This design comes from an exercise in tuning for small area on the open sky130 flow, not from production work. In this exercise RTL edits were held to simulation tests only and were not proved equivalent to the original. Power figures rest on the tool's default switching activity, not on a simulated workload. The clock port is modelled as an ideal driver; clocking choices that lean on that would not hold on a real chip.

$ cat design/flow/config.mk
export PLATFORM = sky130hd
export DESIGN_NAME = fetch_stage
export DESIGN_NICKNAME = fetch_stage
export VERILOG_FILES = /design/flow/design.v
export SDC_FILE = /design/flow/constraint.sdc
export NUM_CORES = 4
export LEC_CHECK = 0
export ABC_AREA = 1
export CAP_MARGIN = 20
export CORE_MARGIN = 2
export CORE_UTILIZATION = 82
export CTS_CLUSTER_DIAMETER = 100
export CTS_CLUSTER_SIZE = 30
export SLEW_MARGIN = 20
$ cat design/flow/constraint.sdc
create_clock -name core_clock -period 6.0 [get_ports {clk}]
set_input_delay 1.2000 -clock core_clock [delete_from_list [all_inputs] [get_ports {clk}]]
set_output_delay 1.2000 -clock core_clock [all_outputs]
set_load 0.01 [all_outputs]
$ cat design/flow/design.v
package fetch_pkg;
    typedef logic [32-1:0] addr_t;
    typedef enum logic {
        FETCH_IDLE,
        FETCH_WAIT
    } fetch_state_t;
    typedef enum logic [6:0] {
        OP_BRANCH = 7'b1100011,
        OP_JALR   = 7'b1100111,
        OP_JAL    = 7'b1101111
    } opcode_t;
    typedef struct packed {
        logic  valid;
        addr_t tag;
        addr_t target;
    } btb_entry_t;
endpackage
module fetch_stage (
    input  logic             clk,
    input  logic             rst,
    input  logic             redirect_valid,
    input  fetch_pkg::addr_t redirect_pc,
    output logic             icache_req_valid,
    output fetch_pkg::addr_t icache_req_addr,
    input  logic             icache_req_ready,
    input  logic             icache_resp_valid,
    input  fetch_pkg::addr_t icache_resp_data,
    output logic             inst_valid,
    output fetch_pkg::addr_t inst,
    output fetch_pkg::addr_t inst_pc,
    output logic             inst_pred_taken,
    output fetch_pkg::addr_t inst_pred_target,
    input  logic             inst_ready,
    input  logic             btb_update_valid,
    input  fetch_pkg::addr_t btb_update_pc,
    input  fetch_pkg::addr_t btb_update_target
);
    localparam int NB = 32;           
    localparam int BW = 60;           
    localparam int NR = 8;            
    localparam logic [2:0] S_REQ  = 3'd0;    
    localparam logic [2:0] S_WAIT = 3'd1;    
    localparam logic [2:0] S_PRED = 3'd2;    
    localparam logic [2:0] S_RASW = 3'd3;    
    localparam logic [2:0] S_RASR = 3'd4;    
    localparam logic [2:0] S_ADDR = 3'd5;    
    localparam logic [2:0] S_ADDT = 3'd6;    
    localparam logic [2:0] S_SHOW = 3'd7;    
    logic [2:0]    state;
    logic [31:0]   pc;
    logic [31:0]   word;
    logic [31:0]   target;
    logic          taken_q;
    logic [4:0]    ph;
    logic [2:0]    top;
    logic [3:0]    count;
    logic          started;
    logic          carry;
    logic [NB*BW-1:0] btb;
    logic [NR*32-1:0] ras;
    assign icache_req_valid = (state == S_REQ);
    assign icache_req_addr  = {pc[31:2], 2'b00};
    assign inst_valid       = (state == S_SHOW);
    assign inst             = word;
    assign inst_pc          = pc;
    assign inst_pred_taken  = taken_q;
    assign inst_pred_target = target;
    logic       is_branch, is_jal, is_jalr, is_jump;
    logic [4:0] rd, rs1;
    logic       rd_link, rs1_link, empty, use_ras;
    assign is_branch = (word[6:0] == 7'b1100011);
    assign is_jal    = (word[6:0] == 7'b1101111);
    assign is_jalr   = (word[6:0] == 7'b1100111);
    assign is_jump   = is_jal || is_jalr;
    assign rd        = word[11:7];
    assign rs1       = word[19:15];
    assign rd_link   = (rd == 5'd1) || (rd == 5'd5);
    assign rs1_link  = (rs1 == 5'd1) || (rs1 == 5'd5);
    assign empty     = (count == 4'd0);
    assign use_ras   = is_jalr && rs1_link && !empty;
    logic r_push, r_pop, r_repl;
    assign r_pop  = is_jump && !rd_link && rs1_link;
    assign r_repl = is_jump && rd_link && rs1_link && (rd != rs1) && !empty;
    assign r_push = is_jump && rd_link && !r_repl;
    logic       adding, add_run, add_last, abit, sbit, cin;
    logic [4:0] bi;
    assign bi       = ph - pc[6:2] - 5'd1;
    assign adding   = (state == S_ADDR) || (state == S_ADDT);
    assign add_run  = adding && (started || bi == 5'd0);
    assign add_last = add_run && (bi == 5'd31);
    always_comb begin
        if (state == S_ADDT && is_jal) begin
            if (bi == 5'd0)       abit = 1'b0;
            else if (bi <= 5'd10) abit = word[5'd20 + bi];
            else if (bi == 5'd11) abit = word[20];
            else if (bi <= 5'd19) abit = word[bi];
            else                  abit = word[31];
        end else begin
            abit = (bi == 5'd2);
        end
    end
    assign cin  = (bi != 5'd0) && carry;
    assign sbit = target[0] ^ abit ^ cin;
    logic [BW-1:0] row0;
    logic          hit, taken;
    assign row0  = btb[BW-1:0];
    assign hit   = row0[BW-1] && (row0[58:32] == {pc[31:7], pc[1:0]});
    assign taken = is_jump || (is_branch && hit);
    logic ras_wr, ras_rd, to_addt;
    assign ras_wr  = (state == S_RASW) && (ph[2:0] == top + {2'b00, r_push});
    assign ras_rd  = ((state == S_RASR) && (ph[2:0] == top))
                     || (ras_wr && use_ras && r_repl);
    assign to_addt = ((state == S_PRED) && !r_push && !r_repl && !use_ras)
                     || (ras_wr && !use_ras);
    always_ff @(posedge clk) begin
        if (rst) begin
            state   <= S_REQ;
            count   <= 4'd0;
            top     <= 3'd0;
            ph      <= 5'd0;
            started <= 1'b0;
        end else begin
            ph <= ph + 5'd1;
            started <= add_run && !add_last;
            if (redirect_valid) begin
                state   <= S_REQ;
                count   <= 4'd0;
                started <= 1'b0;
            end else begin
                case (state)
                    S_REQ:  if (icache_req_ready) state <= S_WAIT;
                    S_WAIT: if (icache_resp_valid) state <= S_PRED;
                    S_PRED: begin
                        if (r_push || r_repl) begin
                            state <= S_RASW;
                        end else if (use_ras) begin
                            state <= S_RASR;
                        end else begin
                            if (r_pop && !empty) begin
                                top   <= top - 3'd1;
                                count <= count - 4'd1;
                            end
                            state <= S_ADDT;
                        end
                    end
                    S_RASW: if (ras_wr) begin
                        if (r_push && !use_ras) begin
                            top <= top + 3'd1;
                            if (count != 4'd8) count <= count + 4'd1;
                        end
                        if (use_ras) state <= r_repl ? S_ADDR : S_RASR;
                        else         state <= S_ADDT;
                    end
                    S_RASR: if (ras_rd) begin
                        if (r_push) begin
                            top <= top + 3'd1;
                            if (count != 4'd8) count <= count + 4'd1;
                        end else begin
                            top   <= top - 3'd1;
                            count <= count - 4'd1;
                        end
                        state <= S_ADDR;
                    end
                    S_ADDR, S_ADDT: if (add_last) state <= S_SHOW;
                    S_SHOW: if (inst_ready) state <= S_REQ;
                    default: state <= S_REQ;
                endcase
            end
        end
    end
    always_ff @(posedge clk) begin
        if (rst) begin
            pc <= 32'haaaaa000;
        end else if (redirect_valid) begin
            pc <= redirect_pc;
        end else if (state == S_SHOW && inst_ready) begin
            pc <= target;
        end
    end
    always_ff @(posedge clk) begin
        carry <= (target[0] & abit) | (target[0] & cin) | (abit & cin);
        if (state == S_WAIT) begin
            word <= icache_resp_data;
        end
        if (add_last) begin
            taken_q <= (state == S_ADDR) || taken;
        end
        if (add_last && state == S_ADDT && taken && hit) begin
            target <= row0[31:0];
        end else if (add_run) begin
            target <= {sbit, target[31:1]};
        end else if (ras_rd) begin
            target <= ras[31:0];
        end else if (to_addt) begin
            target <= pc;
        end
    end
    logic [4:0]    phn;
    logic [4:0]    wpos, kpos;
    logic [BW-1:0] wrow;
    logic [NB-1:0] wsel_n, keep_n;
    assign wpos = btb_update_pc[6:2] - ph - 5'd1;
    assign kpos = btb_update_pc[6:2] + phn;
    assign wrow = {1'b1, btb_update_pc[31:7], btb_update_pc[1:0], btb_update_target};
    always_ff @(posedge clk) begin
        if (rst) phn <= 5'h1f;
        else     phn <= phn - 5'd1;
    end
    always_comb begin
        for (int j = 0; j < NB; j++) begin
            wsel_n[j] = !(btb_update_valid && (wpos == 5'(j)));
            keep_n[j] = btb_update_valid && (kpos == 5'(j));
        end
    end
    always_ff @(posedge clk) begin
        for (int j = 0; j < NB; j++) begin
            btb[j*BW +: BW] <= ~(({BW{wsel_n[j]}} | ~(wrow ^ {BW{j[0]}}))
                                & ({BW{keep_n[j]}} | btb[((j+1)%NB)*BW +: BW]));
            if (rst) begin
                btb[j*BW+BW-1] <= j[0];
            end
        end
    end
    always_ff @(posedge clk) begin
        for (int j = 0; j < NR-1; j++) begin
            ras[j*32 +: 32] <= ras[(j+1)*32 +: 32];
        end
        if (ras_wr) begin
            ras[(NR-1)*32 +: 32] <= pc;
        end else begin
            ras[(NR-1)*32 +: 32] <= ras[31:0];
        end
    end
endmodule
$ cat design/flow/flow/run.sh
#!/bin/bash
# Standard layout with buf_1 port buffers and a clock tree without dummy loads.
# Each tool's output goes to a log of its own in this folder.
set -euo pipefail
bash standard.sh \
  BUFFER_PORTS_ARGS="-buffer_cell sky130_fd_sc_hd__buf_1" \
  CTS_ARGS="-sink_clustering_enable -repair_clock_nets -dont_use_dummy_load -sink_clustering_size 30 -sink_clustering_max_diameter 100" \
  finish > standard_make.log 2>&1
$ cat design/flow/standard.sh
#!/bin/bash
# synth_recipe.tcl (not shown) runs the flow's synth.tcl, then flattens the netlist and writes it again
# the make line also repeats each setting of config.mk as NAME=value (left out here)
make -C /OpenROAD-flow-scripts/flow DESIGN_CONFIG=/design/flow/config.mk WORK_HOME=/design/flow/orfs CLKGATE_MAP_FILE= SYNTH_SCRIPT=/design/flow/synth_recipe.tcl "${@:-finish}"
==> run summary, run 1 <==
clock-pin slew on the worst setup and hold paths=0.11 ns; Final Hold Viols=0; Worst Skew=roughly 0.052 ns; Ys Warns=1; switching share of power=26.2%; CTS max path bufs=3; setup_tns=0 ns; Final setup viols=0; top cells by area, synth=dfxtp_1 66%, o22ai_1 17%, edfxtp_1 2.9%, nand2_1 2.1%, clkbuf_1 1.9%; top routing layer used=met5; Top FF cell, synth=dfxtp_1; Die Span X=291 um; clk sinks=2295; Yosys top cell area share=66.2%; # rows=105; Synth cell types=45; Critical Path Fanout Max=34; NetSw=about 9700 uW; largest net degree at the start of global routing=61; synth cell count leaders=2230 x dfxtp_1, 1875 x o22ai_1, 378 x nand2_1; EDFF count, synth=65; r2r startpoint=ph[0]; Gate power share=15.8%; I/O pin total=about 270; number of cells produced by synthesis=6022; fin crit share=between 70% and 80%; sequential share of power=65.4%; Final Max Tran Viols=0; Pwr Density=527 mW/mm^2; run status=no timing/DRC/antenna violations; Synth area leader=dfxtp_1; Die Footprint=0.0845 mm^2; CP Class=reg -> reg; Initial DRT Pass Iterations=7; Slew HR=18.4%; routed length per placed instance=28.8 um; GR Util All Layers=about 46%; # H-tree levels=3; core area=just over 0.08 mm^2; vias in the first global route=48.7k; Resized Gates After CTS=0; clock period minus worst slack=4.36 ns; chip height=291 um; post-synthesis sequential area ratio=69.1%; critical path startpoint=ph[0]; worst-case reg-to-reg path depth=16; maximum vdd drop=about 0.00045 V; Slowest-stage cell, CP=nand3_2; Worst Hold Slack=0.319 ns; placed cell count=6823; M1 WL=72800 um; Final Power=37000 uW; initial antenna violation count=6; count leader, synth=dfxtp_1; GRT Residual Overflow=0; Post-CTS Setup Bufs=0; clock power share=18.8%; Critical Path Source Type=flip-flop; DP HPWL=117000 um; Async SR Flop Fraction=0%; CTS tree=done; Nets=around 6.0k; Initial Utilization=about 82%; vias per inst=roughly 7.3; Hold Path Class=reg -> reg; GPL Wtd Cong=0.943; flip-flop and latch count after synthesis=2295; multi-input logic area=0.0173 mm^2; critical path arrival=4.80 ns; Slew @ Worst Pin=1.22 ns; Max-cap violations=0; fin cells=6915; first-pass GRT wire length=296000 um; cell depth of the worst hold path=0; post-route antenna net violation count=0; Setup crit end=target[30]; Layout fillers=4201; CTS hold repair buffers=0; share of cells above drive strength 1=6.20%; PortBufs=263; drt initial violations=6878; Cell Area, Synth=roughly 0.067 mm^2; wire length on met3=27400 um; Static Leakage=between 0.02 and 0.03 uW; R2R Path End=target[30]; Highest Clock Rate=~0.23 GHz; area grow syn2layout=4.06%; met2 WL post-DR=88600 um; register area=roughly 0.047 mm^2; Inserted Clock Buffers=86; worst path cell trace=ha_1 > inv_1 > fa_1 > nand2_1 > nand2_2 > clkinv_1 > ha_1 > inv_1 > nor3_1 > nand3_1 > nand2_1 > nand3_1 > inv_2 > nand3_2 > nand3_1 > nand2_1; drc violations=0; CP endpoint kind=flip-flop; largest stage delay on the critical path=0.73 ns; Avg Inst Size Synth=11.2 um^2; Req. time, crit path=6.45 ns; clock latency (worst-skew pair)=roughly 0.72 ns; Clock Tree Root=clkbuf_16; Int Power=between 20000 and 30000 uW; R2R setup slack=1.64 ns; via count=50.4k; WL final=between 150000 and 200000 um; unrepaired setup endpoints after global routing=false
[kinds of logic (layout without fill, tap and decap cells)]
group | after synthesis | after routing | share of synthesized area [%]
xor+xnor | 25 | 25 | 0.325
simple gates | 784 | 784 | 5.22
flops | 2295 | 2295 | 69.1
other cells | 1 | 8 | 0.00556
compound gates | 2035 | 2035 | 19.0
buf+inv | 841 | 657 | 5.50
mux | 12 | 12 | 0.200
fa+ha+maj | 29 | 29 | 0.583
[sequential cells by signal, summed over array words and instances (netlist names)]
| signal | count |
|---|---|
| started | 1 |
| count | 4 |
| word | 32 |
| pc | 32 |
| taken_q | 1 |
| phn | 5 |
| ras | 256 |
| state | 3 |
| top | 3 |
| btb | 1920 |
| ph | 5 |
| carry | 1 |
| target | 32 |
[critical path: cells and delay by family, from the launching register on]
| family | cells | cell delay [ns] |
|---|---|---|
| buffers and inverters | 4 | 0.78 |
| flip-flops | 1 | 0.49 |
| adder cells (fa/ha/maj) | 3 | 0.84 |
| AND/OR/NAND/NOR | 9 | 2.00 |
[layer usage]
layer  GRT usage (%)  vias up
met5               0        -
met3            13.8      800
met1            60.2    24203
li1                -    21375
met2            69.9     3964
met4            21.3       10
[worst min-delay path by stage]
stage                          end  slack [ns]  startpoint
after floorplan             ras[0]        0.31     ras[32]
after global placement    ras[124]        0.31    ras[156]
final                     ras[204]        0.32    ras[236]
after detailed placement  ras[201]        0.31    ras[233]
after global routing      ras[108]        0.33    ras[140]
after CTS                 ras[108]        0.32    ras[140]
[power groups by stage]
| stage | clock network [uW] | logic (uW) | registers (uW) |
|---|---|---|---|
| 2_1_floorplan | 0 | 4380 | 23200 |
| 3_3_place_gp | 0 | 5200 | 24100 |
| 3_5_place_dp | 0 | 5570 | 24200 |
| 4_1_cts | 6850 | 5680 | 24000 |
| 5_1_grt | 7380 | 6270 | 24500 |
| 6_report | 6950 | 5830 | 24200 |
[metrics by stage]
step	cell area [um^2]	setup slack [ns]	util, %
CTS	70100	1.70	85.8
floorplan	67400	1.71	-
global route	70100	1.35	85.8
detailed placement	68000	1.19	83.2
finish	70100	1.64	85.8
global placement	68000	1.32	83.2
[placed cells by master, fill, tap and decap left out, types with 9 or more instances in the layout]
master and n:
o21a_1 37, or2_1 10, o22ai_2 16, mux2_2 12, inv_1 172, a21oi_1 37, nor2_4 26, or2_2 36
inv_2 19, xnor2_1 14, buf_1 260, a31oi_1 18, nand2_1 357, ha_1 25, o22ai_1 1875, nand3_1 144
buf_12 9, clkbuf_16 86, o21ai_0 21, nand4_1 48, o21ai_1 12, xor2_1 11, nand2_2 30, buf_4 107
nor2_1 102, edfxtp_1 65, dfxtp_1 2230
[layout make-up]
| class | count | area share, % |
|---|---|---|
| Sequential cell | 2295 | 66.4 |
| Multi-Input combinational cell | 2887 | 24.7 |
| Clock buffer | 86 | 3.07 |
| Timing Repair Buffer | 379 | 2.82 |
| Tap cell | 1070 | 1.91 |
| Inverter | 192 | 1.03 |
| Antenna cell | 6 | 0.0214 |
==> inputs of run 2 (changes only) <==
--- a/design/flow/config.mk
+++ b/design/flow/config.mk
@@ -8,7 +8,7 @@
 export ABC_AREA = 1
 export CAP_MARGIN = 20
 export CORE_MARGIN = 2
-export CORE_UTILIZATION = 82
+export CORE_UTILIZATION = 72
 export CTS_CLUSTER_DIAMETER = 100
 export CTS_CLUSTER_SIZE = 30
 export SLEW_MARGIN = 20
==> run 2 against run 1 <==
  * Still clean
  * Sequential cell count unchanged
  * Register-to-register slack worse by 0.20 ns
  * Die area up 14%
  * Fmax down 4.3%
  * Synthesized area unchanged
  * Global-route usage down 4.1 points
  * Power down 0.98%
  * Synthesized cell count unchanged
  * Routed wire length up 3.2%
  * Count of clock-buffer cells in the layout unchanged
  * Clock power about the same
  * Critical path type unchanged
==> run summary, run 2 <==
share of cells above drive strength 1=5.55% (was 6.20%); multiplexer share of the synthesized area=0.200% (unchanged); Resized Gates After CTS=0 (unchanged); vias per inst=7.05 (was 7.28); Slew @ Worst Pin=1.29 ns (was 1.22 ns); Slowest-stage cell, CP=nand3_2 (unchanged); Cell Area, Synth=0.0674 mm^2 (unchanged); initial antenna violation count=22 (was 6); setup_tns=0 ns (unchanged); GRT Residual Overflow=0 (unchanged); Hold Path Class=reg -> reg (unchanged); synth cell count leaders=2230 x dfxtp_1, 1875 x o22ai_1, 378 x nand2_1 (unchanged); EDFF count, synth=65 (unchanged); area share of fa/ha/maj cells after synthesis=0.583% (unchanged); clk sinks=2295 (unchanged); Setup crit end=target[31] (was target[30]); Die Span X=310 um (was 291 um); commonest cells after routing, fill and taps aside=2230 x dfxtp_1, 1875 x o22ai_1, 356 x nand2_1 (was 2230 x dfxtp_1, 1875 x o22ai_1, 357 x nand2_1); Post-CTS Setup Bufs=0 (unchanged); critical path arrival=5.02 ns (was 4.80 ns); Highest Clock Rate=0.220 GHz (was 0.230 GHz); number of cells produced by synthesis=6022 (unchanged); Critical Path Fanout Max=34 (unchanged); Top FF cell, synth=dfxtp_1 (unchanged); Critical Path Source Type=flip-flop (unchanged); Max-cap violations=0 (unchanged); dpl ws=1.08 ns (was 1.19 ns); r2r startpoint=ph[1] (was ph[0]); Req. time, crit path=6.47 ns (was 6.45 ns); Yosys top cell area share=66.2% (unchanged); routed length per placed instance=29.1 um (was 28.8 um); clock-pin slew on the worst setup and hold paths=0.12 ns (was 0.11 ns); count leader, synth=dfxtp_1 (unchanged); Layout fillers=6390 (was 4201); cell depth of the worst hold path=0 (unchanged); Initial DRT Pass Iterations=8 (was 7); clock period minus worst slack=4.55 ns (was 4.36 ns); Slew HR=13.7% (was 18.4%); unrepaired setup endpoints after global routing=false (unchanged); I/O pin total=266 (unchanged); setup ws final=1.45 ns (was 1.64 ns); largest stage delay on the critical path=0.78 ns (was 0.73 ns); largest net degree at the start of global routing=61 (unchanged); R2R Path End=target[31] (was target[30]); Synth cell types=45 (unchanged); Post-Synth Simple-Gate Area=5.22% (unchanged); CTS max path bufs=3 (unchanged); # rows=112 (was 105); Worst Hold Slack=0.317 ns (was 0.319 ns); vias in the first global route=46.2k (was 48.7k); worst-case reg-to-reg path depth=15 (was 16); R2R setup slack=1.45 ns (was 1.64 ns); most common cell after layout, fill and taps aside=dfxtp_1 (unchanged); WL final=206000 um (was 199000 um); Initial Utilization=72.4% (was 82.5%); CTS tree=done (unchanged); maximum vdd drop=0.000380 V (was 0.000452 V); Pwr Density=521 mW/mm^2 (was 527 mW/mm^2); run status=no timing/DRC/antenna violations (unchanged); DP HPWL=111000 um (was 117000 um); worst path cell trace=inv_1 > fa_1 > nand2_1 > nand2_2 > clkinv_1 > ha_1 > inv_1 > nor3_1 > nand3_1 > nand2_1 > nand3_1 > inv_2 > nand3_2 > nand3_1 > nand2_1 (was ha_1 > inv_1 > fa_1 > nand2_1 > nand2_2 > clkinv_1 > ha_1 > inv_1 > nor3_1 > nand3_1 > nand2_1 > nand3_1 > inv_2 > nand3_2 > nand3_1 > nand2_1); CTS hold repair buffers=0 (unchanged); flip-flop and latch count after synthesis=2295 (unchanged); post-route antenna net violation count=0 (unchanged); Synth Area in XOR/XNOR=0.325% (unchanged); Worst Skew=0.0540 ns (was 0.0521 ns); Compound-Gate Fraction of Synth Area=19.0% (unchanged); Static Leakage=0.0270 uW (was 0.0269 uW); core area=0.0930 mm^2 (was 0.0817 mm^2); area grow syn2layout=4.30% (was 4.06%); via count=49.8k (was 50.4k); top cells by area, synth=dfxtp_1 66%, o22ai_1 17%, edfxtp_1 2.9%, nand2_1 2.1%, clkbuf_1 1.9% (unchanged); combinational family with the most area after synthesis=compound AO/OA/AOI/OAI gates (unchanged); Inserted Clock Buffers=86 (unchanged); GR Util All Layers=41.6% (was 45.7%); Final Hold Viols=0 (unchanged); drc violations=0 (unchanged); Async SR Flop Fraction=0% (unchanged); first-pass GRT wire length=300000 um (was 296000 um); Final Max Tran Viols=0 (unchanged); Avg Inst Size Synth=11.2 um^2 (unchanged); clock latency (worst-skew pair)=0.72 ns (about the same); Nets=5964 (was 6005); max reg flops=1920 (unchanged); most flop-heavy register=btb (unchanged); CP endpoint kind=flip-flop (unchanged); fin crit share=75.8% (was 72.6%); drt initial violations=5946 (was 6878); Die Footprint=0.0961 mm^2 (was 0.0845 mm^2); # H-tree levels=3 (unchanged); Clock Tree Root=clkbuf_16 (unchanged); CP Class=reg -> reg (unchanged); PortBufs=263 (unchanged); chip height=310 um (was 291 um); biggest registers after layout=btb (1920), ras (256) (unchanged); Ys Warns=1 (unchanged); critical path startpoint=ph[1] (was ph[0]); Synth area leader=dfxtp_1 (unchanged); post-synthesis sequential area ratio=69.1% (unchanged); Final setup viols=0 (unchanged); GPL Wtd Cong=0.917 (was 0.943)
run 2: worst max-delay path, delay by kind of cell (launching register included):
| kind | cells | cell delay, ns |
|---|---|---|
| flip-flops | 1 | 0.54 |
| buffers and inverters | 4 | 1.00 |
| adder cells (fa/ha/maj) | 2 | 0.68 |
| AND/OR/NAND/NOR | 9 | 2.07 |
run 2: through the flow:
stage	total power, uW	instance area, um^2	instances	utilization, %
floorplan	27600	67400	6023	-
global placement	29300	68000	6963	73.1
detailed placement	29600	68000	6963	73.1
CTS	36300	70200	7049	75.4
global route	38100	70300	7062	75.5
finish	36600	70300	7066	75.5
run 2: worst min-delay path by stage:
| stage | from | to |
|---|---|---|
| global placement | ras[219] | ras[187] |
| floorplan | ras[32] | ras[0] |
| global route | ras[209] | ras[177] |
| CTS | ras[209] | ras[177] |
| detailed placement | ras[138] | ras[106] |
| finish | ras[209] | ras[177] |
run 2: layout make-up:
| class | instances | area (um^2) | share of cell area, % |
|---|---|---|---|
| inverters | 192 | 721 | 1.03 |
| flip-flops and latches | 2295 | 46600 | 66.3 |
| multi-input cells | 2887 | 17500 | 24.9 |
| repair buffers | 338 | 1750 | 2.50 |
| diodes | 14 | 35.0 | 0.0498 |
| clock buffers | 86 | 2150 | 3.06 |
| well taps | 1254 | 1570 | 2.23 |
run 2: cells by family (layout without fill, tap and decap cells):
| group | count (synthesis) | count (layout) |
|---|---|---|
| buffers and inverters | 841 | 616 |
| multiplexers | 12 | 12 |
| adder cells (fa/ha/maj) | 29 | 29 |
| other | 1 | 16 |
| AND/OR/NAND/NOR | 784 | 784 |
| AO/OA/AOI/OAI | 2035 | 2035 |
| XOR/XNOR | 25 | 25 |
| flip-flops | 2295 | 2295 |
run 2: where the power goes:
group	leakage, uW	internal, uW	switching, uW	total, uW
combinational	0.00639	3010	2610	5620
sequential	0.0196	21600	2360	24000
clock	0.00106	2600	4380	6970
run 2: routing by layer:
metal  up-vias  track usage [%]  part of all wire, %  wire [um]
li1      21350                -                    -          -
met5         -                0                0.050        102
met4        16             18.4                  4.6       9400
met1     24560             56.7                   40      81600
met3       690             12.6                   12      25500
met2      3192             61.5                   43      89000
==> inputs of run 3 (changes only) <==
==> design/flow/flow/run.sh (replaced) <==
#!/bin/bash
# Standard layout with buf_1 port buffers and a clock tree without dummy loads.
# Each tool's output goes to a log of its own in this folder.
set -euo pipefail
bash standard.sh \
  BUFFER_PORTS_ARGS="-buffer_cell sky130_fd_sc_hd__buf_1" \
  CTS_ARGS="-sink_clustering_enable -repair_clock_nets -dont_use_dummy_load -sink_clustering_size 34 -sink_clustering_max_diameter 60" \
  finish > standard_make.log 2>&1
==> run 3 against run 2 <==
  * Critical endpoint is now target[0]
  * Routed wire length grew 0.53%
  * Sequential cell count unchanged
  * Critical path depth is the same
  * Global-route usage is 0.29 points higher
  * Highest routed layer unchanged
  * Die area unchanged
  * Clock skew up 0.088 ns
  * Cell count up 0.35%
  * Sequential share of layout area decreased by 0.67 points
  * Power rose by 2.9%
  * Cell area is 1.0% higher
  * Still clean
  * Utilization is 0.77 points higher
  * Largest power group unchanged
==> run summary, run 3 <==
Clock Tree Root=clkbuf_16 (unchanged); Resized Gates After CTS=0 (unchanged); number of cells produced by synthesis=6022 (unchanged); Critical path buffers and inverters=4 (unchanged); DP HPWL=111000 um (unchanged); Final Max Tran Viols=0 (unchanged); CP Depth=15 (unchanged); clock period minus worst slack=4.55 ns (about the same); CTS max path bufs=3 (unchanged); M1 WL=81600 um (about the same); Initial DRT Pass Iterations=8 (unchanged); Static Leakage=0.0274 uW (was 0.0270 uW); Setup crit end=target[0] (was target[31]); unrepaired setup endpoints after global routing=false (unchanged); GR Util All Layers=41.9% (was 41.6%); max reg flops=1920 (unchanged); drt initial violations=6105 (was 5946); met2 WL post-DR=89000 um (about the same); CTS tree=done (unchanged); largest stage delay on the critical path=0.78 ns (about the same); Yosys top cell area share=66.2% (unchanged); Slew HR=18.1% (was 13.7%); worst-case reg-to-reg path depth=15 (unchanged); initial antenna violation count=21 (was 22); CTS hold repair buffers=0 (unchanged); post-synthesis sequential area ratio=69.1% (unchanged); Die Footprint=0.0961 mm^2 (unchanged); R2R Path End=target[0] (was target[31]); worst path cell trace=inv_1 > fa_1 > nand2_1 > nand2_2 > clkinv_1 > ha_1 > inv_1 > nor3_1 > nand3_1 > nand2_1 > nand3_1 > inv_2 > nand3_2 > nand3_1 > nand2_1 (unchanged); Critical Path Fanout Max=34 (unchanged); wire length on met3=26000 um (was 25500 um); top routing layer used=met5 (unchanged); I/O pin total=266 (unchanged); CP Class=reg -> reg (unchanged); Ys Warns=1 (unchanged); drc violations=0 (unchanged); Initial Utilization=72.4% (unchanged); share of cells above drive strength 1=6.02% (was 5.55%); via count=49.9k (was 49.8k); Slowest-stage cell, CP=nand3_2 (unchanged); GRT Residual Overflow=0 (unchanged); Final Hold Viols=0 (unchanged); synth cell count leaders=2230 x dfxtp_1, 1875 x o22ai_1, 378 x nand2_1 (unchanged); most common cell after layout, fill and taps aside=dfxtp_1 (unchanged); post-route antenna net violation count=0 (unchanged); Hold Path Class=reg -> reg (unchanged); Worst Hold Slack=0.283 ns (was 0.317 ns); commonest cells after routing, fill and taps aside=2230 x dfxtp_1, 1875 x o22ai_1, 356 x nand2_1 (unchanged); area grow syn2layout=5.37% (was 4.30%); Avg Inst Size Synth=11.2 um^2 (unchanged); Max-cap violations=0 (unchanged); Slew @ Worst Pin=1.23 ns (was 1.29 ns); # rows=112 (unchanged); fin crit share=75.8% (about the same); Async SR Flop Fraction=0% (unchanged); R2R setup slack=1.45 ns (about the same); Critical Path Source Type=flip-flop (unchanged); biggest registers after layout=btb (1920), ras (256) (unchanged); top cells by area, synth=dfxtp_1 66%, o22ai_1 17%, edfxtp_1 2.9%, nand2_1 2.1%, clkbuf_1 1.9% (unchanged); GPL Wtd Cong=0.917 (unchanged); # H-tree levels=3 (unchanged); r2r startpoint=ph[1] (unchanged); critical path arrival=4.94 ns (was 5.02 ns); clk sinks=2295 (unchanged); WL final=207000 um (was 206000 um); chip height=310 um (unchanged); Post-CTS Setup Bufs=0 (unchanged); EDFF count, synth=65 (unchanged); vias in the first global route=46.4k (was 46.2k); Synth area leader=dfxtp_1 (unchanged); run status=no timing/DRC/antenna violations (unchanged); Highest Clock Rate=0.220 GHz (about the same); CP endpoint kind=flip-flop (unchanged); Final setup viols=0 (unchanged); most flop-heavy register=btb (unchanged); Synth cell types=45 (unchanged); Req. time, crit path=6.39 ns (was 6.47 ns); routed length per placed instance=29.1 um (about the same); Worst Skew=0.142 ns (was 0.0540 ns); first-pass GRT wire length=301000 um (was 300000 um); core area=0.0930 mm^2 (unchanged); largest net degree at the start of global routing=61 (unchanged); Inserted Clock Buffers=116 (was 86); vias per inst=7.04 (was 7.05); clock latency (worst-skew pair)=0.79 ns (was 0.72 ns); clock-pin slew on the worst setup and hold paths=0.09 ns (was 0.12 ns); Die Span X=310 um (unchanged); setup_tns=0 ns (unchanged); Nets=5993 (was 5964); Pwr Density=530 mW/mm^2 (was 521 mW/mm^2); flip-flop and latch count after synthesis=2295 (unchanged); maximum vdd drop=0.000373 V (was 0.000380 V); cell family with most CP delay=simple AND/OR/NAND/NOR gates (unchanged); critical path startpoint=ph[1] (unchanged); Top FF cell, synth=dfxtp_1 (unchanged); Cell Area, Synth=0.0674 mm^2 (unchanged); PortBufs=263 (unchanged); count leader, synth=dfxtp_1 (unchanged)
==> run 3: cell counts after synthesis <==
Identical to the previous run, type by type.
==> run 3: cells by family after synthesis <==
family	synth area share, %
compound gates	19.0
xor+xnor	0.325
fa+ha+maj	0.583
buf+inv	5.50
flops	69.1
mux	0.200
other cells	0.00556
simple gates	5.22
==> run 3: per-stage QoR <==
step / util (%) / std cells / power (uW) / worst slack (ns) / cell area (um^2)
2_1_floorplan: - / 6023 / 27600 / 1.71 / 67400
5_1_grt: 76.3 / 7087 / 39100 / 1.06 / 71000
4_1_cts: 76.2 / 7079 / 37300 / 1.44 / 70900
3_5_place_dp: 73.1 / 6963 / 29600 / 1.08 / 68000
6_report: 76.3 / 7091 / 37600 / 1.45 / 71000
3_3_place_gp: 73.1 / 6963 / 29300 / 1.15 / 68000
==> run 3: area by class of cell <==
cell class | count | area (um^2)
antenna | 10 | 25.0
fill | 6266 | 22000
sequential | 2295 | 46600
clock buffer | 116 | 2900
inverter | 192 | 721
multi-input combinational | 2887 | 17500
tap | 1254 | 1570
timing repair buffer | 337 | 1730
==> run 3: worst min-delay path by stage <==
stage	from	endpoint	slack [ns]	cells after the start
6_report	ras[195]	ras[163]	0.28	0
4_1_cts	ras[195]	ras[163]	0.29	0
3_3_place_gp	ras[219]	ras[187]	0.31	0
2_1_floorplan	ras[32]	ras[0]	0.31	0
5_1_grt	ras[195]	ras[163]	0.29	0
3_5_place_dp	ras[138]	ras[106]	0.31	0
==> run 3: report_power, final <==
part	switching [uW]	total, uW	internal, uW
clock	4560	7980	3430
combinational	2620	5630	3010
sequential	2370	24000	21700
==> run 3: routing by layer <==
layer,global-route usage (%),up-vias
li1,-,21391
met1,57.4,24422
met2,62.0,3349
met3,12.7,727
met4,17.8,20
met5,0,-
==> inputs of run 4 (changes only) <==
==> design/flow/flow/run.sh (replaced) <==
#!/bin/bash
# Standard layout with buf_1 port buffers and a clock tree without dummy loads.
# Each tool's output goes to a log of its own in this folder.
set -euo pipefail
bash standard.sh \
  BUFFER_PORTS_ARGS="-buffer_cell sky130_fd_sc_hd__buf_1" \
  CTS_ARGS="-sink_clustering_enable -repair_clock_nets -dont_use_dummy_load -sink_clustering_size 32 -sink_clustering_max_diameter 100" \
  finish > standard_make.log 2>&1
==> run 4 against run 3 <==
  * Still clean
  * Die area unchanged
  * Fmax is 2.0% lower
  * Sequential power about the same
  * Synthesized area unchanged
  * Clock power down 15%
  * Via count is 0.29% lower
  * First-iteration DRC count grew 0.11%
  * Critical path type unchanged
  * Critical endpoint is now target[31]
  * Highest routed layer unchanged
==> run summary, run 4 <==
run status=no timing/DRC/antenna violations (unchanged); multiplexer share of the synthesized area=0.200% (unchanged); clk sinks=2295 (unchanged); CP Class=reg -> reg (unchanged); synth cell count leaders=2230 x dfxtp_1, 1875 x o22ai_1, 378 x nand2_1 (unchanged); fin cells=7061 (was 7091); chip height=310 um (unchanged); max reg flops=1920 (unchanged); area grow syn2layout=4.15% (was 5.37%); WL final=206000 um (was 207000 um); combinational family with the most area after synthesis=compound AO/OA/AOI/OAI gates (unchanged); GR Util All Layers=41.7% (was 41.9%); Yosys top cell area share=66.2% (unchanged); drt initial violations=6112 (was 6105); via count=49.8k (was 49.9k); post-route antenna net violation count=0 (unchanged); Critical Path Fanout Max=34 (unchanged); Async SR Flop Fraction=0% (unchanged); Synth cell types=45 (unchanged); Critical Path Source Type=flip-flop (unchanged); fin crit share=77.4% (was 75.8%); routed length per placed instance=29.1 um (about the same); Ys Warns=1 (unchanged); GPL Wtd Cong=0.917 (unchanged); multi-input logic area=0.0175 mm^2 (unchanged); most flop-heavy register=btb (unchanged); Nets=5960 (was 5993); Slew @ Worst Pin=1.22 ns (was 1.23 ns); Clock Tree Root=clkbuf_16 (unchanged); critical path arrival=5.10 ns (was 4.94 ns); Static Leakage=0.0270 uW (was 0.0274 uW); share of cells above drive strength 1=5.49% (was 6.02%); CTS max path bufs=3 (unchanged); Post-CTS Setup Bufs=0 (unchanged); vias per inst=7.05 (was 7.04); Inserted Clock Buffers=81 (was 116); vias in the first global route=46.2k (was 46.4k); Req. time, crit path=6.46 ns (was 6.39 ns); Hold Path Class=reg -> reg (unchanged); setup_tns=0 ns (unchanged); CP endpoint kind=flip-flop (unchanged); largest stage delay on the critical path=0.79 ns (was 0.78 ns); DP HPWL=111000 um (unchanged); Worst Skew=0.0435 ns (was 0.142 ns); CTS hold repair buffers=0 (unchanged); Initial Utilization=72.4% (unchanged); biggest registers after layout=btb (1920), ras (256) (unchanged); EDFF count, synth=65 (unchanged); Die Footprint=0.0961 mm^2 (unchanged); post-synthesis sequential area ratio=69.1% (unchanged); Slew HR=19.0% (was 18.1%); clock-pin slew on the worst setup and hold paths=0.12 ns (was 0.09 ns); register area=0.0466 mm^2 (unchanged); I/O pin total=266 (unchanged); Avg Inst Size Synth=11.2 um^2 (unchanged); GRT Residual Overflow=0 (unchanged); Final setup viols=0 (unchanged); Pwr Density=519 mW/mm^2 (was 530 mW/mm^2); Slowest-stage cell, CP=nand3_2 (unchanged); largest net degree at the start of global routing=61 (unchanged); commonest cells after routing, fill and taps aside=2230 x dfxtp_1, 1875 x o22ai_1, 356 x nand2_1 (unchanged); Synth Area in XOR/XNOR=0.325% (unchanged); # H-tree levels=3 (unchanged); worst path cell trace=inv_1 > fa_1 > nand2_1 > nand2_2 > clkinv_1 > ha_1 > inv_1 > nor3_1 > nand3_1 > nand2_1 > nand3_1 > inv_2 > nand3_2 > nand3_1 > nand2_1 (unchanged); Final Hold Viols=0 (unchanged); Final Max Tran Viols=0 (unchanged); clock latency (worst-skew pair)=0.72 ns (was 0.79 ns); drc violations=0 (unchanged); unrepaired setup endpoints after global routing=false (unchanged); CTS tree=done (unchanged); most common cell after layout, fill and taps aside=dfxtp_1 (unchanged); Post-Synth Simple-Gate Area=5.22% (unchanged); count leader, synth=dfxtp_1 (unchanged); Compound-Gate Fraction of Synth Area=19.0% (unchanged); number of cells produced by synthesis=6022 (unchanged); PortBufs=263 (unchanged); Initial DRT Pass Iterations=9 (was 8); # rows=112 (unchanged); first-pass GRT wire length=300000 um (was 301000 um); Die Span X=310 um (unchanged); maximum vdd drop=0.000381 V (was 0.000373 V); area share of fa/ha/maj cells after synthesis=0.583% (unchanged); core area=0.0930 mm^2 (unchanged); placed cell count=6963 (unchanged); Layout fillers=6401 (was 6266); clock period minus worst slack=4.64 ns (was 4.55 ns); Highest Clock Rate=0.215 GHz (was 0.220 GHz); Cell Area, Synth=0.0674 mm^2 (unchanged); top cells by area, synth=dfxtp_1 66%, o22ai_1 17%, edfxtp_1 2.9%, nand2_1 2.1%, clkbuf_1 1.9% (unchanged); Resized Gates After CTS=0 (unchanged); flip-flop and latch count after synthesis=2295 (unchanged); Top FF cell, synth=dfxtp_1 (unchanged); Max-cap violations=0 (unchanged); initial antenna violation count=18 (was 21); Synth area leader=dfxtp_1 (unchanged)
## run 4: changes by cell type in the layout (fill, tap and decap cells not counted)
cell       before  now
buf_16          0    1
clkbuf_16     116   81
diode_2        10   13
buf_12         15   16
## run 4: cell type report
class / instances / share of cell area [%]
Clock buffer: 81 / 2.89
Tap cell: 1254 / 2.24
Timing Repair Buffer: 339 / 2.54
Sequential cell: 2295 / 66.4
Multi-Input combinational cell: 2887 / 24.9
Antenna cell: 13 / 0.0463
Inverter: 192 / 1.03
## run 4: routing by layer
metal / up-vias / share of wire, % / global-route usage (%) / routed length, um
met1: 24378 / 39 / 57.0 / 80600
met2: 3353 / 43 / 61.8 / 89000
li1: 21320 / - / - / -
met4: 10 / 4.7 / 17.8 / 9740
met3: 702 / 13 / 12.6 / 26100
met5: - / 0.092 / 0 / 190
## run 4: cell families after synthesis
family,count (synthesis)
buffers and inverters,841
multiplexers,12
flip-flops,2295
other,1
AO/OA/AOI/OAI,2035
AND/OR/NAND/NOR,784
adder cells (fa/ha/maj),29
XOR/XNOR,25
## run 4: critical path: cells and delay by family, from the launching register on
family | cells | cell delay [ns]
simple gates | 9 | 2.13
fa+ha+maj | 2 | 0.68
flops | 1 | 0.54
buf+inv | 4 | 1.01
## run 4: path summary, 6_finish.rpt
check	slack, ns	from	cells after the start	endpoint
hold / removal	0.33	ras[35]	0	ras[3]
setup reg to reg	1.36	ph[1]	15	target[31]
setup / recovery	1.36	ph[1]	15	target[31]
hold reg to reg	0.33	ras[35]	0	ras[3]
## run 4: power breakdown
| group | leakage [uW] | switching (uW) | internal [uW] | total, uW |
|---|---|---|---|---|
| Clock | 0.000998 | 4330 | 2460 | 6790 |
| Combinational | 0.00641 | 2610 | 3010 | 5620 |
| Sequential | 0.0196 | 2350 | 21600 | 24000 |
## run 4: per-stage QoR
step           total power [uW]  hold WS, ns  worst slack, ns  area (um^2)  utilization, %
6_report                  36400        0.332             1.36        70200            75.4
5_1_grt                   37800        0.336            0.989        70200            75.4
4_1_cts                   36100        0.332             1.40        70100            75.3
3_5_place_dp              29600        0.312             1.08        68000            73.1
3_3_place_gp              29300        0.310             1.15        68000            73.1
2_1_floorplan             27600        0.310             1.71        67400               -
==> inputs of run 5 (changes only) <==
==> design/flow/flow/run.sh (replaced) <==
#!/bin/bash
# Standard layout with buf_1 port buffers and a clock tree without dummy loads.
# Each tool's output goes to a log of its own in this folder.
set -euo pipefail
bash standard.sh \
  BUFFER_PORTS_ARGS="-buffer_cell sky130_fd_sc_hd__buf_1" \
  CTS_ARGS="-sink_clustering_enable -repair_clock_nets -dont_use_dummy_load -sink_clustering_size 34 -sink_clustering_max_diameter 100" \
  finish > standard_make.log 2>&1
==> run 5 against run 4 <==
  * Register-to-register slack improved by 0.08 ns
  * Clock power decreased by 2%
  * Critical path type unchanged
  * Global-route usage about the same
  * Critical path depth increased by 1
  * Fmax increased by 1.8%
  * Largest power group unchanged
  * Sequential power about the same
  * Highest routed layer unchanged
  * Still clean on timing, DRC and antenna
  * Count of clock-buffer cells in the layout decreased by 4
==> run summary, run 5 <==
clock period minus worst slack=4.56 ns (was 4.64 ns); drt initial violations=5986 (was 6112); fin crit share=76.0% (was 77.4%); Int Power=27000 uW (was 27100 uW); post-synthesis sequential area ratio=69.1% (unchanged); largest stage delay on the critical path=0.79 ns (about the same); cell depth of the worst hold path=0 (unchanged); Critical Path Fanout Max=34 (unchanged); final instance area=0.0700 mm^2 (was 0.0702 mm^2); dpl cell area=0.0680 mm^2 (unchanged); R2R setup slack=1.44 ns (was 1.36 ns); Slew HR=16.0% (was 19.0%); worst-case reg-to-reg path depth=16 (was 15); CP endpoint kind=flip-flop (unchanged); Worst Hold Slack=0.289 ns (was 0.332 ns); Max-cap violations=0 (unchanged); Yosys top cell area share=66.2% (unchanged); Final Max Tran Viols=0 (unchanged); post-route antenna net violation count=0 (unchanged); Req. time, crit path=6.45 ns (was 6.46 ns); commonest cells after routing, fill and taps aside=2230 x dfxtp_1, 1875 x o22ai_1, 356 x nand2_1 (unchanged); unrepaired setup endpoints after global routing=false (unchanged); Hold Path Class=reg -> reg (unchanged); DP HPWL=111000 um (unchanged); count leader, synth=dfxtp_1 (unchanged); sequential share of power=66.1% (was 65.9%); area grow syn2layout=3.89% (was 4.15%); combinational family with the most area after synthesis=compound AO/OA/AOI/OAI gates (unchanged); vias per inst=7.05 (about the same); core area=0.0930 mm^2 (unchanged); Gate power share=15.5% (was 15.4%); share of cells above drive strength 1=5.36% (was 5.49%); Highest Clock Rate=0.219 GHz (was 0.215 GHz); setup_tns=0 ns (unchanged); via count=49.7k (was 49.8k); hold endpoint=ras[107] (was ras[3]); Synth cell types=45 (unchanged); Critical path buffers and inverters=4 (unchanged); most common cell after layout, fill and taps aside=dfxtp_1 (unchanged); run status=no timing/DRC/antenna violations (unchanged); clock power share=18.3% (was 18.7%); Inserted Clock Buffers=77 (was 81); Nets=5952 (was 5960); NetSw=9290 uW (was 9300 uW); R2R Path End=target[31] (unchanged); Worst Skew=0.0854 ns (was 0.0435 ns); GR Util All Layers=41.7% (about the same); Die Footprint=0.0961 mm^2 (unchanged); Initial DRT Pass Iterations=7 (was 9); drc violations=0 (unchanged); Static Leakage=0.0269 uW (was 0.0270 uW); Synth area leader=dfxtp_1 (unchanged); Slowest-stage cell, CP=nand3_2 (unchanged); chip height=310 um (unchanged); synth cell count leaders=2230 x dfxtp_1, 1875 x o22ai_1, 378 x nand2_1 (unchanged); top cells by area, synth=dfxtp_1 66%, o22ai_1 17%, edfxtp_1 2.9%, nand2_1 2.1%, clkbuf_1 1.9% (unchanged); initial antenna violation count=16 (was 18); Slew @ Worst Pin=1.26 ns (was 1.22 ns); GRT Residual Overflow=0 (unchanged); largest net degree at the start of global routing=61 (unchanged); Resized Gates After CTS=0 (unchanged); Post-CTS Setup Bufs=0 (unchanged); # H-tree levels=3 (unchanged); clk sinks=2295 (unchanged); first-pass GRT wire length=300000 um (about the same); critical path arrival=5.01 ns (was 5.10 ns); r2r startpoint=ph[0] (was ph[1]); maximum vdd drop=0.000374 V (was 0.000381 V); biggest registers after layout=btb (1920), ras (256) (unchanged); clock-pin slew on the worst setup and hold paths=0.12 ns (about the same); Die Span X=310 um (unchanged); worst path cell trace=ha_1 > inv_1 > fa_1 > nand2_1 > nand2_2 > clkinv_1 > ha_1 > inv_1 > nor3_1 > nand3_1 > nand2_1 > nand3_1 > inv_2 > nand3_2 > nand3_1 > nand2_1 (was inv_1 > fa_1 > nand2_1 > nand2_2 > clkinv_1 > ha_1 > inv_1 > nor3_1 > nand3_1 > nand2_1 > nand3_1 > inv_2 > nand3_2 > nand3_1 > nand2_1); CTS hold repair buffers=0 (unchanged); PortBufs=263 (unchanged); CP Class=reg -> reg (unchanged); Initial Utilization=72.4% (unchanged); Pwr Density=518 mW/mm^2 (was 519 mW/mm^2); max reg flops=1920 (unchanged); CTS tree=done (unchanged); Avg Inst Size Synth=11.2 um^2 (unchanged); routed length per placed instance=29.2 um (was 29.1 um); EDFF count, synth=65 (unchanged); Critical Path Source Type=flip-flop (unchanged); flip-flop and latch count after synthesis=2295 (unchanged); Clock Tree Root=clkbuf_16 (unchanged); # rows=112 (unchanged); worst hold start=ras[139] (was ras[35]); Final Hold Viols=0 (unchanged); GPL Wtd Cong=0.917 (unchanged); switching share of power=25.6% (was 25.5%); multiplexer share of the synthesized area=0.200% (unchanged); Ys Warns=1 (unchanged); Post-Synth Simple-Gate Area=5.22% (unchanged); cell family with most CP delay=simple AND/OR/NAND/NOR gates (unchanged); Async SR Flop Fraction=0% (unchanged); Cell Area, Synth=0.0674 mm^2 (unchanged); I/O pin total=266 (unchanged); CTS max path bufs=3 (unchanged); Synth Area in XOR/XNOR=0.325% (unchanged); vias in the first global route=46.2k (about the same); number of cells produced by synthesis=6022 (unchanged); most flop-heavy register=btb (unchanged); Top FF cell, synth=dfxtp_1 (unchanged); Compound-Gate Fraction of Synth Area=19.0% (unchanged); area share of fa/ha/maj cells after synthesis=0.583% (unchanged); Final setup viols=0 (unchanged); clock latency (worst-skew pair)=0.72 ns (about the same); Layout fillers=6449 (was 6401); WL final=206000 um (about the same)
[run 5: cell types whose count changed in the layout (fill, tap and decap cells not counted), sizes merged]
| cell | delta |
|---|---|
| buf | -4 |
| clkbuf | -4 |
| diode | +2 |
[run 5: cells by family after synthesis]
family,count (synthesis)
xor+xnor,25
buf+inv,841
simple gates,784
flops,2295
compound gates,2035
other cells,1
fa+ha+maj,29
mux,12
[run 5: per-layer routing]
metal | share of wire [%] | wire, um | vias up | global-route usage, %
met5 | 0.042 | 87 | - | 0.303
met4 | 4.4 | 9120 | 10 | 17.3
met3 | 12 | 25400 | 651 | 12.7
met2 | 43 | 89500 | 3160 | 61.7
met1 | 40 | 81700 | 24569 | 57.1
li1 | - | - | 21316 | -
[run 5: power groups by stage]
stage	Clock, uW	Sequential (uW)	Combinational (uW)
3_3_place_gp	0	24100	5210
4_1_cts	6610	23900	5520
2_1_floorplan	0	23200	4380
5_1_grt	7110	24400	6150
6_report	6660	24000	5630
3_5_place_dp	0	24100	5460
[run 5: through the flow]
step	power, uW	util, %	worst slack (ns)	instances
floorplan	27600	-	1.71	6023
global placement	29300	73.1	1.15	6963
detailed placement	29600	73.1	1.08	6963
CTS	36000	75.2	1.47	7040
global route	37700	75.2	1.06	7052
finish	36300	75.3	1.44	7055
[run 5: area by class of cell]
type,count,area (um^2),share of cell area (%)
Antenna cell,15,37.5,0.0536
Clock buffer,77,1930,2.75
Inverter,192,721,1.03
Multi-Input combinational cell,2887,17500,25.0
Sequential cell,2295,46600,66.5
Tap cell,1254,1570,2.24
Timing Repair Buffer,335,1690,2.42
[run 5: worst register-to-register path, cell delays in order, from the launching register on]
cell and delay, ns:
dfxtp_1 0.53, ha_1 0.23, inv_1 0.05, fa_1 0.40
nand2_1 0.09, nand2_2 0.13, clkinv_1 0.20, ha_1 0.21
inv_1 0.06, nor3_1 0.17, nand3_1 0.17, nand2_1 0.15
nand3_1 0.14, inv_2 0.52, nand3_2 0.81, nand3_1 0.42
nand2_1 0.08
[run 5: worst max path at each step]
stage | start | to | slack [ns] | cells after the start
floorplan | pc[2] | target[0] | 1.71 | 16
global placement | btb_update_pc[2] | btb[419] | 1.15 | 13
detailed placement | btb_update_pc[2] | btb[924] | 1.08 | 10
CTS | ph[0] | target[31] | 1.47 | 16
global route | ph[0] | target[31] | 1.06 | 16
finish | ph[0] | target[31] | 1.44 | 16
==> inputs of run 6 (changes only) <==
--- a/design/flow/design.v
+++ b/design/flow/design.v
@@ -59,7 +59,7 @@
     logic [NB*BW-1:0] btb;
     logic [NR*32-1:0] ras;
     assign icache_req_valid = (state == S_REQ);
-    assign icache_req_addr  = {pc[31:2], 2'b00};
+    assign icache_req_addr  = {target[31:2], 2'b00};
     assign inst_valid       = (state == S_SHOW);
     assign inst             = word;
     assign inst_pc          = pc;
@@ -106,12 +106,10 @@
     assign row0  = btb[BW-1:0];
     assign hit   = row0[BW-1] && (row0[58:32] == {pc[31:7], pc[1:0]});
     assign taken = is_jump || (is_branch && hit);
-    logic ras_wr, ras_rd, to_addt;
+    logic ras_wr, ras_rd;
     assign ras_wr  = (state == S_RASW) && (ph[2:0] == top + {2'b00, r_push});
     assign ras_rd  = ((state == S_RASR) && (ph[2:0] == top))
                      || (ras_wr && use_ras && r_repl);
-    assign to_addt = ((state == S_PRED) && !r_push && !r_repl && !use_ras)
-                     || (ras_wr && !use_ras);
     always_ff @(posedge clk) begin
         if (rst) begin
             state   <= S_REQ;
@@ -169,11 +167,7 @@
         end
     end
     always_ff @(posedge clk) begin
-        if (rst) begin
-            pc <= 32'haaaaa000;
-        end else if (redirect_valid) begin
-            pc <= redirect_pc;
-        end else if (state == S_SHOW && inst_ready) begin
+        if (state == S_REQ) begin
             pc <= target;
         end
     end
@@ -185,14 +179,16 @@
         if (add_last) begin
             taken_q <= (state == S_ADDR) || taken;
         end
-        if (add_last && state == S_ADDT && taken && hit) begin
+        if (rst) begin
+            target <= 32'haaaaa000;
+        end else if (redirect_valid) begin
+            target <= redirect_pc;
+        end else if (add_last && state == S_ADDT && taken && hit) begin
             target <= row0[31:0];
         end else if (add_run) begin
             target <= {sbit, target[31:1]};
         end else if (ras_rd) begin
             target <= ras[31:0];
-        end else if (to_addt) begin
-            target <= pc;
         end
     end
     logic [4:0]    phn;
==> design/flow/flow/run.sh (replaced) <==
#!/bin/bash
# Standard layout with buf_1 port buffers and a clock tree without dummy loads.
# Each tool's output goes to a log of its own in this folder.
set -euo pipefail
bash standard.sh \
  BUFFER_PORTS_ARGS="-buffer_cell sky130_fd_sc_hd__buf_1" \
  CTS_ARGS="-sink_clustering_enable -repair_clock_nets -dont_use_dummy_load -sink_clustering_size 32 -sink_clustering_max_diameter 100" \
  finish > standard_make.log 2>&1
==> run 6 against run 5 <==
  * Cell count grew 0.95%
  * Synthesized cell count up 1.1%
  * Sequential cell count did not move
  * Fmax decreased by 8.5%
  * Critical path type unchanged
==> run summary, run 6 <==
WL final=209000 um (was 206000 um); DP HPWL=114000 um (was 111000 um); Initial Utilization=72.8% (was 72.4%); drt initial violations=6186 (was 5986); worst hold start=ras[250] (was ras[139]); Layout fillers=6326 (was 6449); Die Footprint=0.0954 mm^2 (was 0.0961 mm^2); Slew @ Worst Pin=1.25 ns (was 1.26 ns); Ys Warns=1 (unchanged); CP endpoint kind=flip-flop (unchanged); flip-flop and latch count after synthesis=2295 (unchanged); critical path startpoint=ph[1] (was ph[0]); CTS hold repair buffers=0 (unchanged); Gate power share=15.9% (was 15.5%); Top FF cell, synth=dfxtp_1 (unchanged); Critical Path Source Type=flip-flop (unchanged); Cell Area, Synth=0.0669 mm^2 (was 0.0674 mm^2); Int Power=27000 uW (about the same); routed length per placed instance=29.4 um (was 29.2 um); most flop-heavy register=btb (unchanged); Highest Clock Rate=0.201 GHz (was 0.219 GHz); Nets=6034 (was 5952); Final Util=76.1% (was 75.3%); unrepaired setup endpoints after global routing=false (unchanged); Static Leakage=0.0274 uW (was 0.0269 uW); Hold Path Class=reg -> reg (unchanged); initial antenna violation count=17 (was 16); # rows=111 (was 112); PortBufs=263 (unchanged); vias per inst=6.98 (was 7.05); post-synthesis sequential area ratio=69.6% (was 69.1%); critical path arrival=5.57 ns (was 5.01 ns); vias in the first global route=46.7k (was 46.2k); biggest registers after layout=btb (1920), ras (256) (unchanged); sequential share of power=65.5% (was 66.1%); clock power share=18.6% (was 18.3%); core area=0.0919 mm^2 (was 0.0930 mm^2); Worst Skew=0.0749 ns (was 0.0854 ns); maximum vdd drop=0.000387 V (was 0.000374 V); R2R setup slack=1.02 ns (was 1.44 ns); top cells by area, synth=dfxtp_1 67%, o22ai_1 18%, edfxtp_1 2.9%, clkbuf_1 2.6%, nand2_1 2.3% (was dfxtp_1 66%, o22ai_1 17%, edfxtp_1 2.9%, nand2_1 2.1%, clkbuf_1 1.9%); GRT Residual Overflow=0 (unchanged); first-pass GRT wire length=304000 um (was 300000 um); Yosys top cell area share=66.7% (was 66.2%); most common cell after layout, fill and taps aside=dfxtp_1 (unchanged); fin cells=7122 (was 7055); CTS max path bufs=3 (unchanged); GR Util All Layers=42.8% (was 41.7%); # H-tree levels=3 (unchanged); via count=49.7k (about the same); share of cells above drive strength 1=4.16% (was 5.36%); Synth area leader=dfxtp_1 (unchanged); Resized Gates After CTS=0 (unchanged); clock-pin slew on the worst setup and hold paths=0.12 ns (about the same); I/O pin total=266 (unchanged); chip height=309 um (was 310 um); clock period minus worst slack=4.98 ns (was 4.56 ns); Synth cell types=40 (was 45); CP Class=reg -> reg (unchanged); hold endpoint=ras[218] (was ras[107]); count leader, synth=dfxtp_1 (unchanged); Post-CTS Setup Bufs=0 (unchanged); Final Max Tran Viols=0 (unchanged); Slew HR=16.8% (was 16.0%); clk sinks=2295 (unchanged); clock latency (worst-skew pair)=0.75 ns (was 0.72 ns); EDFF count, synth=65 (unchanged); CTS tree=done (unchanged); Avg Inst Size Synth=11.0 um^2 (was 11.2 um^2); Final Hold Viols=0 (unchanged); number of cells produced by synthesis=6090 (was 6022); fin crit share=83.0% (was 76.0%); synth cell count leaders=2230 x dfxtp_1, 1888 x o22ai_1, 458 x clkbuf_1 (was 2230 x dfxtp_1, 1875 x o22ai_1, 378 x nand2_1); setup_tns=0 ns (unchanged); R2R Path End=target[4] (was target[31]); drc violations=0 (unchanged); Clock Tree Root=clkbuf_16 (unchanged); Async SR Flop Fraction=0% (unchanged); run status=no timing/DRC/antenna violations (unchanged); Max-cap violations=0 (unchanged); switching share of power=26.7% (was 25.6%); Initial DRT Pass Iterations=6 (was 7); Die Span X=309 um (was 310 um); Final setup viols=0 (unchanged); post-route antenna net violation count=0 (unchanged); largest net degree at the start of global routing=61 (unchanged); worst-case reg-to-reg path depth=16 (unchanged); cell depth of the worst hold path=0 (unchanged); Pwr Density=526 mW/mm^2 (was 518 mW/mm^2); max reg flops=1920 (unchanged); area grow syn2layout=4.48% (was 3.89%); GPL Wtd Cong=0.973 (was 0.917); r2r startpoint=ph[1] (was ph[0]); Req. time, crit path=6.59 ns (was 6.45 ns); Critical Path Fanout Max=24 (was 34); commonest cells after routing, fill and taps aside=2230 x dfxtp_1, 1888 x o22ai_1, 385 x nand2_1 (was 2230 x dfxtp_1, 1875 x o22ai_1, 356 x nand2_1); Inserted Clock Buffers=82 (was 77); NetSw=9820 uW (was 9290 uW); placed cell count=7029 (was 6963)
-- run 6: cell types whose count changed in the layout (fill, tap and decap cells not counted), moves of 16 or more --
cell and change:
o21ai_0 +86, inv_1 +74, or2_2 -34, nor2_1 +36, nand2_1 +29, o22ai_2 -16
nand4_1 -32, nand3_1 -34, a31oi_1 -17, a21oi_1 +29, o21a_1 -21
-- run 6: critical path: stages (launching register included) --
cell	delay (ns)
dfxtp_1	0.58
inv_1	0.18
fa_1	0.44
or2_2	0.30
nand2_1	0.46
clkinv_1	0.42
ha_1	0.29
inv_1	0.08
nor3_1	0.09
nand2_1	0.14
nand2_1	0.27
nand2_2	0.15
nand2_1	0.09
nor2_4	0.61
inv_2	0.38
o21ai_0	0.31
a21oi_1	0.07
-- run 6: area by class of cell --
cell class / count / area [um^2] / share of cell area (%)
well taps: 1243 / 1560 / 2.22
clock buffers: 82 / 2050 / 2.93
repair buffers: 339 / 1720 / 2.45
multi-input cells: 2883 / 17000 / 24.3
diodes: 9 / 22.5 / 0.0322
inverters: 271 / 1030 / 1.47
flip-flops and latches: 2295 / 46600 / 66.6
-- run 6: cell families (layout without fill, tap and decap cells) --
group / count (synthesis) / in the layout / share of synthesized area, %
flops: 2295 / 2295 / 69.6
simple gates: 724 / 724 / 4.46
other cells: 1 / 11 / 0.00560
buf+inv: 913 / 692 / 5.59
fa+ha+maj: 27 / 27 / 0.550
xor+xnor: 33 / 33 / 0.432
compound gates: 2097 / 2097 / 19.3
-- run 6: how the worst max path moves through the flow --
stage / slack (ns) / end
2_1_floorplan: 2.69 / target[31]
5_1_grt: 0.77 / target[0]
3_5_place_dp: 1.19 / btb[745]
4_1_cts: 1.20 / target[4]
6_report: 1.02 / target[4]
3_3_place_gp: 1.24 / btb[655]
-- run 6: power groups by stage --
| stage | sequential [uW] | combinational, uW | clock (uW) |
|---|---|---|---|
| 4_1_cts | 24000 | 5690 | 6800 |
| 2_1_floorplan | 23400 | 4300 | 0 |
| 3_5_place_dp | 24200 | 5650 | 0 |
| 3_3_place_gp | 24200 | 5350 | 0 |
| 5_1_grt | 24500 | 6400 | 7290 |
| 6_report | 24100 | 5840 | 6860 |
-- run 6: per-stage QoR --
stage | setup slack (ns) | instance area [um^2] | total power, uW | hold slack [ns]
final | 1.02 | 69900 | 36800 | 0.312
after global placement | 1.24 | 67800 | 29600 | 0.311
after detailed placement | 1.19 | 67800 | 29900 | 0.312
after CTS | 1.20 | 69900 | 36500 | 0.330
after global routing | 0.767 | 69900 | 38200 | 0.327
after floorplan | 2.69 | 66900 | 27700 | 0.310
-- run 6: routing by layer --
| metal | track usage [%] | share of wire (%) | vias to the layer above |
|---|---|---|---|
| li1 | - | - | 21307 |
| met1 | 56.3 | 38 | 24166 |
| met2 | 62.5 | 43 | 3428 |
| met3 | 13.9 | 13 | 777 |
| met4 | 24.4 | 6.3 | 18 |
| met5 | 0 | 0.055 | - |

## port drivers added, routing unchanged
The results above use ideal ports. As a check the final layouts listed here were re-extracted and re-timed, cells and wires unchanged. Step 1 sets driving cells, clkbuf_16 on the clock port and buf_2 on the other inputs (assumed; they add their load-dependent delay and slew). Step 2 adds t to the input delays and takes it off the output delays; t is the mean of the earliest and latest rising clock arrival at the registers after step 1. Input paths then give back, and output paths get back, about the clock's delay inside the block. a / b / c = no drivers / after step 1 / after step 2; a / b = the first two.
run	t, ns	setup slack, ns	worst hold slack (ns)	clock arrival spread, ns	worst data-port slew with drivers (ns)
run 1	0.762	1.645 / 1.645 / 0.969	0.319 / 0.319 / 0.319	0.056 / 0.057	0.13
run 2	0.768	1.449 / 1.449 / 0.933	0.317 / 0.317 / 0.317	0.056 / 0.056	0.19
run 3	0.789	1.450 / 1.450 / 0.961	0.283 / 0.283 / 0.283	0.142 / 0.142	0.20
run 4	0.773	1.357 / 1.357 / 0.966	0.332 / 0.332 / 0.332	0.048 / 0.048	0.22
run 5	0.750	1.440 / 1.440 / 0.997	0.289 / 0.289 / 0.289	0.085 / 0.085	0.21
run 6	0.789	1.019 / 1.019 / 1.019	0.312 / 0.312 / 0.312	0.078 / 0.078	0.15
After both steps setup and hold are still met in every run listed. For run 1, which loses most, drivers alone change the setup slack by 0.000 ns; drivers and shift together by -0.676 ns.
